This is an optimization exercise on Yosys and OpenROAD, whose aim is small area, a short achievable clock period and few clock cycles per item, not a production implementation.
RTL that was checked went through simulation tests only; none was proved equivalent to the original.
No activity file was given, so power comes from the tool's default toggle rates.

## job 104
==> flow/design.v <==
module mul_div_unit #(
    parameter int WIDTH = 64
) (
    input  logic             Clk,
    input  logic             Reset,
    input  logic             Start,
    input  logic [2:0]       Op,
    input  logic [WIDTH-1:0] BusA,
    input  logic [WIDTH-1:0] BusB,
    input  logic [4:0]       DestReg,
    output logic             Busy,
    output logic             Done,
    output logic [WIDTH-1:0] Result,
    output logic [4:0]       RW,
    output logic             RegWr
);
    localparam int CW = $clog2(WIDTH);        
    localparam logic [2:0] OP_MUL   = 3'b000;
    localparam logic [2:0] OP_UMULH = 3'b001;
    localparam logic [2:0] OP_SMULH = 3'b010;
    localparam logic [2:0] OP_UDIV  = 3'b011;
    localparam logic [2:0] OP_SDIV  = 3'b100;
    function automatic logic [CW-1:0] topbit(input logic [WIDTH-1:0] v);
        logic [CW-1:0] z [WIDTH];
        logic          nz [WIDTH];
        logic [CW-1:0] zh, zl;
        logic          nh, nl;
        for (int i = 0; i < WIDTH; i++) begin
            nz[i] = v[i];
            z[i]  = '0;
        end
        for (int l = 0; l < CW; l++) begin
            for (int i = 0; i < (WIDTH >> (l + 1)); i++) begin
                nh = nz[2*i+1]; zh = z[2*i+1];
                nl = nz[2*i];   zl = z[2*i];
                nz[i] = nh | nl;
                z[i]  = nh ? zh : (zl | (1 << l));
            end
        end
        topbit = nz[0] ? ~z[0] : '0;
    endfunction
    function automatic logic ones_run(input logic [WIDTH-1:0] v);
        logic r;
        r = 1'b1;
        for (int i = 0; i < WIDTH - 1; i++) if (v[i+1] && !v[i]) r = 1'b0;
        ones_run = r;
    endfunction
    function automatic logic shorter(input logic [WIDTH-1:0] p, input logic [WIDTH-1:0] q);
        logic [WIDTH-1:0] above;     
        above[WIDTH-1] = p[WIDTH-1];
        for (int i = WIDTH - 2; i >= 0; i--) above[i] = above[i+1] | p[i];
        shorter = |(q & ~above);
    endfunction
    logic             r_busy;      
    logic             r_done;      
    logic             r_first;     
    logic             r_prep;      
    logic             r_div;       
    logic             r_negq;      
    logic             r_selhi;     
    logic             r_swap;      
    logic             r_msg;       
    logic             r_inv;       
    logic             r_rs;        
    logic             r_ax;        
    logic             r_ay;        
    logic             r_e;         
    logic             r_pinc;      
    logic             r_pdec;      
    logic             r_dbit;      
    logic [CW-1:0]    r_cnt;       
    logic [CW-1:0]    r_ta, r_tb;  
    logic             r_ea, r_eb;  
    logic             r_nzb;       
    logic             r_sb;        
    logic [4:0]       r_rw;
    logic [WIDTH-1:0] r_x;         
    logic [WIDTH-1:0] r_y;         
    logic [WIDTH-1:0] r_lo;        
    logic [WIDTH-1:0] r_hi;        
    logic             w_is_mul, w_is_div, w_msgn, w_dsgn;
    logic             w_sa, w_sb, w_nza, w_nzb;
    logic [WIDTH-1:0] w_va, w_vb;
    logic             w_swap, w_zero, w_first_neg;
    assign w_is_mul = (Op == OP_MUL) || (Op == OP_UMULH) || (Op == OP_SMULH);
    assign w_is_div = (Op == OP_UDIV) || (Op == OP_SDIV);
    assign w_msgn   = (Op == OP_MUL) || (Op == OP_SMULH);
    assign w_dsgn   = (Op == OP_SDIV);
    assign w_sa  = (w_msgn || w_dsgn) && BusA[WIDTH-1];
    assign w_sb  = (w_msgn || w_dsgn) && BusB[WIDTH-1];
    assign w_va  = BusA ^ {WIDTH{w_sa}};
    assign w_vb  = BusB ^ {WIDTH{w_sb}};
    assign w_nza = |w_va;
    assign w_nzb = |w_vb;
    assign w_swap      = w_is_mul && shorter(w_vb, w_va);
    assign w_first_neg = w_swap ? w_sb : w_sa;
    assign w_zero = !(w_is_mul || w_is_div)
                 || (w_is_mul && ((!w_nza && !w_sa) || (!w_nzb && !w_sb)))
                 || (w_is_div && (!w_nzb && !w_sb))
                 || (w_is_div && (!w_nza && !w_sa));
    logic [CW-1:0]    w_cnt0, w_cnt;
    logic [CW:0]      w_lena, w_lenb;
    logic             w_dzero;
    assign w_cnt0  = (r_swap ? r_tb : r_ta) + (r_swap ? r_eb : r_ea);
    assign w_cnt   = r_first ? w_cnt0 : r_cnt;
    assign w_lena  = {1'b0, r_ta} + r_ea;
    assign w_lenb  = r_nzb ? ({1'b0, r_tb} + 1'b1) : {{CW{1'b0}}, r_sb};
    assign w_dzero = r_first && r_div && (w_lena + 1'b1 < w_lenb);
    logic [WIDTH-1:0] w_add_a, w_add_b;
    logic             w_cin;
    logic [WIDTH:0]   w_sum;
    logic             w_c, w_rs, w_q;
    logic [WIDTH-1:0] w_hi_next, w_lo_next;
    logic             w_last;
    logic             w_nbit;
    assign w_add_a = {r_lo[WIDTH-2:0], r_div & r_dbit};
    assign w_add_b = ((r_x & {WIDTH{r_ax}}) | (r_y & {WIDTH{r_ay}})) ^ {WIDTH{r_inv}};
    assign w_cin   = r_inv;
    logic [WIDTH-1:0] w_g [CW+1];
    logic [WIDTH-1:0] w_p [CW+1];
    logic [WIDTH-1:0] w_p0;
    always_comb begin
        w_p0      = w_add_a ^ w_add_b;
        w_g[0]    = w_add_a & w_add_b;
        w_p[0]    = w_p0;
        w_g[0][0] = w_g[0][0] | (w_p0[0] & w_cin);
        for (int l = 0; l < CW; l++) begin
            w_g[l+1] = w_g[l];
            w_p[l+1] = w_p[l];
            for (int i = 0; i < WIDTH; i++) begin
                if ((i >> l) & 1) begin
                    w_g[l+1][i] = w_g[l][i] | (w_p[l][i] & w_g[l][((i >> l) << l) - 1]);
                    w_p[l+1][i] = w_p[l][i] & w_p[l][((i >> l) << l) - 1];
                end
            end
        end
    end
    assign w_sum = {w_g[CW][WIDTH-1], w_p0 ^ {w_g[CW][WIDTH-2:0], w_cin}};
    assign w_c   = w_sum[WIDTH];
    assign w_rs      = r_lo[WIDTH-1] ^ r_sb ^ r_inv ^ w_c;
    assign w_q       = !w_rs && !r_prep;
    assign w_lo_next = w_sum[WIDTH-1:0];
    logic             w_b0;
    logic [WIDTH-1:0] w_hm, w_hfix;
    assign w_b0 = r_div ? (w_q ^ r_negq) : r_lo[WIDTH-1];
    logic [WIDTH-1:0] w_ta [CW+1];
    always_comb begin
        w_ta[0] = {r_hi[WIDTH-2:0] ^ {(WIDTH-1){r_pdec}}, r_pinc || r_pdec};
        for (int l = 0; l < CW; l++) begin
            w_ta[l+1] = w_ta[l];
            for (int i = 0; i < WIDTH; i++)
                if ((i >> l) & 1) w_ta[l+1][i] = w_ta[l][i] & w_ta[l][((i >> l) << l) - 1];
        end
        w_hm = w_ta[CW];
    end
    assign w_hfix    = r_hi ^ w_hm;
    assign w_hi_next = {w_hfix[WIDTH-2:0], w_b0};
    assign w_last = (w_cnt == '0) && !r_prep;
    assign w_nbit = !w_last && (r_swap ? r_y[w_cnt - 1'b1] : r_x[w_cnt - 1'b1]);
    always_ff @(posedge Clk or posedge Reset) begin
        if (Reset) begin
            r_busy <= 1'b0;
            r_done <= 1'b0;
        end else if (!r_busy) begin
            r_done <= Start && w_zero;
            r_busy <= Start && !w_zero;
        end else if (w_last || w_dzero) begin
            r_busy <= 1'b0;
            r_done <= 1'b1;
        end
    end
    always_ff @(posedge Clk) begin
        if (!r_busy) begin
            if (Start) begin
                r_rw    <= DestReg;
                r_first <= 1'b1;
                r_div   <= w_is_div;
                r_negq  <= w_dsgn && (w_sa ^ w_sb);
                r_selhi <= (Op != OP_MUL);
                r_swap  <= w_swap;
                r_msg   <= w_msgn;
                r_prep  <= w_dsgn && BusA[WIDTH-1];
                r_y     <= BusB;
                r_ta    <= topbit(w_va);
                r_tb    <= topbit(w_vb);
                r_ea    <= w_nza && w_sa && (!w_is_div || ones_run(w_va));
                r_eb    <= w_nzb && w_sb;
                r_nzb   <= w_nzb;
                r_sb    <= w_sb;
                r_ax    <= (w_is_mul && w_swap) || (w_dsgn && BusA[WIDTH-1]);
                r_ay    <= (w_is_div && !(w_dsgn && BusA[WIDTH-1])) || (w_is_mul && !w_swap);
                r_inv   <= w_is_div ? (!w_sb || BusA[WIDTH-1]) : w_first_neg;
                r_e     <= w_is_mul && ((w_msgn && (w_swap ? BusA[WIDTH-1] : BusB[WIDTH-1])) ^ w_first_neg);
                r_dbit  <= !(w_dsgn && BusA[WIDTH-1]);
                r_rs    <= 1'b0;
            end
        end else if (r_prep) begin
            r_prep <= 1'b0;
            r_ax   <= 1'b0;
            r_ay   <= 1'b1;
            r_inv  <= !r_sb;
            r_dbit <= 1'b1;
        end else begin
            r_first <= 1'b0;
            r_cnt   <= w_cnt - 1'b1;
            r_dbit  <= w_nbit;
            if (r_div) begin
                r_rs  <= w_rs;
                r_inv <= w_rs ^ !r_sb;
            end else begin
                r_ax  <= r_swap && w_nbit;
                r_ay  <= !r_swap && w_nbit;
                r_inv <= 1'b0;
                r_e   <= w_nbit && r_msg && (r_swap ? r_x[WIDTH-1] : r_y[WIDTH-1]);
            end
        end
    end
    always_ff @(posedge Clk) begin
        if (!r_busy) begin
            if (Start) r_x <= BusA;
        end else if (r_prep) begin
            r_x <= w_sum[WIDTH-1:0];
        end
    end
    always_ff @(posedge Clk) begin
        if (!r_busy) begin
            r_lo <= '0;
            r_hi <= {WIDTH{w_dsgn && (w_sa ^ w_sb) && !w_zero}};
        end else begin
            r_lo <= r_prep ? '0 : w_lo_next;
            r_hi <= w_dzero ? '0 : w_hi_next;
        end
    end
    always_ff @(posedge Clk) begin
        if (!r_busy) begin
            r_pinc <= 1'b0;
            r_pdec <= 1'b0;
        end else if (r_div) begin
            r_pinc <= r_negq && w_last && !w_dzero;
            r_pdec <= 1'b0;
        end else begin
            r_pinc <= w_c && !r_e;
            r_pdec <= r_e && !w_c;
        end
    end
    assign Busy   = r_busy;
    assign Done   = r_done;
    assign Result = r_selhi ? w_hfix : r_lo;
    assign RW     = r_rw;
    assign RegWr  = r_done && (r_rw != 5'd31);
endmodule
make LEC_CHECK=0 CAP_MARGIN=20 CORE_MARGIN=2 CORE_UTILIZATION=40 SLEW_MARGIN=20 finish   # period 5.0 ns
run.sh (not shown) runs the stock make flow with config.mk's settings and CLKGATE_MAP_FILE= SYNTH_SCRIPT=/design/flow/synth_recipe.tcl, a recipe that flattens the netlist after the stock synthesis.
diff inputs: job 104 => job 102
--- a/flow/design.v
+++ b/flow/design.v
@@ -65,8 +65,6 @@
     logic             r_ax;        
     logic             r_ay;        
     logic             r_e;         
-    logic             r_pinc;      
-    logic             r_pdec;      
     logic             r_dbit;      
     logic [CW-1:0]    r_cnt;       
     logic [CW-1:0]    r_ta, r_tb;  
@@ -140,21 +138,17 @@
     assign w_rs      = r_lo[WIDTH-1] ^ r_sb ^ r_inv ^ w_c;
     assign w_q       = !w_rs && !r_prep;
     assign w_lo_next = w_sum[WIDTH-1:0];
-    logic             w_b0;
-    logic [WIDTH-1:0] w_hm, w_hfix;
-    assign w_b0 = r_div ? (w_q ^ r_negq) : r_lo[WIDTH-1];
-    logic [WIDTH-1:0] w_ta [CW+1];
+    logic             w_b0, w_flip;
+    logic [WIDTH-1:0] w_ht, w_hm;
+    assign w_b0   = r_div ? (w_q ^ r_negq) : r_lo[WIDTH-1];
+    assign w_flip = r_div ? (r_negq && w_last) : (w_c ^ r_e);
     always_comb begin
-        w_ta[0] = {r_hi[WIDTH-2:0] ^ {(WIDTH-1){r_pdec}}, r_pinc || r_pdec};
-        for (int l = 0; l < CW; l++) begin
-            w_ta[l+1] = w_ta[l];
-            for (int i = 0; i < WIDTH; i++)
-                if ((i >> l) & 1) w_ta[l+1][i] = w_ta[l][i] & w_ta[l][((i >> l) << l) - 1];
-        end
-        w_hm = w_ta[CW];
-    end
-    assign w_hfix    = r_hi ^ w_hm;
-    assign w_hi_next = {w_hfix[WIDTH-2:0], w_b0};
+        w_ht    = {r_hi[WIDTH-2:0] ^ {(WIDTH-1){r_e}}, 1'b1};
+        w_hm[0] = 1'b1;
+        for (int i = 1; i < WIDTH; i++) w_hm[i] = w_hm[i-1] & w_ht[i-1];
+    end
+    assign w_hi_next = {r_hi[WIDTH-2:0], w_b0}
+                     ^ (w_hm & {WIDTH{w_flip}} & {{(WIDTH-1){w_b0 ^ r_e}}, 1'b1});
     assign w_last = (w_cnt == '0) && !r_prep;
     assign w_nbit = !w_last && (r_swap ? r_y[w_cnt - 1'b1] : r_x[w_cnt - 1'b1]);
     always_ff @(posedge Clk or posedge Reset) begin
@@ -231,21 +225,9 @@
             r_hi <= w_dzero ? '0 : w_hi_next;
         end
     end
-    always_ff @(posedge Clk) begin
-        if (!r_busy) begin
-            r_pinc <= 1'b0;
-            r_pdec <= 1'b0;
-        end else if (r_div) begin
-            r_pinc <= r_negq && w_last && !w_dzero;
-            r_pdec <= 1'b0;
-        end else begin
-            r_pinc <= w_c && !r_e;
-            r_pdec <= r_e && !w_c;
-        end
-    end
     assign Busy   = r_busy;
     assign Done   = r_done;
-    assign Result = r_selhi ? w_hfix : r_lo;
+    assign Result = r_selhi ? r_hi : r_lo;
     assign RW     = r_rw;
     assign RegWr  = r_done && (r_rw != 5'd31);
 endmodule
[summary]
- Between job 104 and job 102, the sequential portion of the cell area figures differ only marginally.
- On job 102: proportion of final cell area spent on non-clock buffers is 0.96 points lower than what job 104 gave.
- Comparing job 104 and job 102, the lower worst hold slack after final layout is on job 104.
- Number of cells after detailed placement: job 102 < job 104
- Changes observed in job 102 relative to job 104: setup clock skew after layout stayed essentially flat, multi-input combinational gate total fell by 73, combinational-cell power consumption stayed essentially flat, total power after layout fell by 1.4%.
- Going from job 104 to job 102, the die area was enlarged.
- Highest net fanout along the worst path (higher): job 102
- Critical setup path kind = register to output port: job 104; critical setup path kind = register to register: job 102
- Diff job 104 -> job 102 | initial core utilization | decrease of 0.20 points
Testbench counts of job 102, summed over its fixed seeds: cycles 51,315, items 4,000.
No functional check of the RTL was part of job 104.

## port drivers added, routing unchanged
The results above use ideal ports. As a check the final layouts listed here were re-extracted and re-timed, cells and wires unchanged. Step 1 sets driving cells, clkbuf_16 on the clock port and buf_2 on the other inputs (assumed; they add their load-dependent delay and slew). Step 2, shift: input delay + t, output delay - t, t = (earliest + latest rising clock arrival at the registers) / 2. This alone moves slack from input paths to output paths. a / b / c = ideal / step 1 / step 2; a / b = the first two.
run | t (ns) | setup WS [ns] | hold slack, ns
job 104 | 0.610 | 0.129 / 0.072 / -0.066 | 0.560 / 0.560 / 0.560
job 102 | 0.591 | 0.367 / 0.367 / 0.175 | 0.565 / 0.565 / 0.565
With both steps, setup timing fails in job 104, where it was met with ideal ports. The setup slack of job 104, which loses most, moves by -0.057 ns with the drivers and by -0.195 ns with both steps.
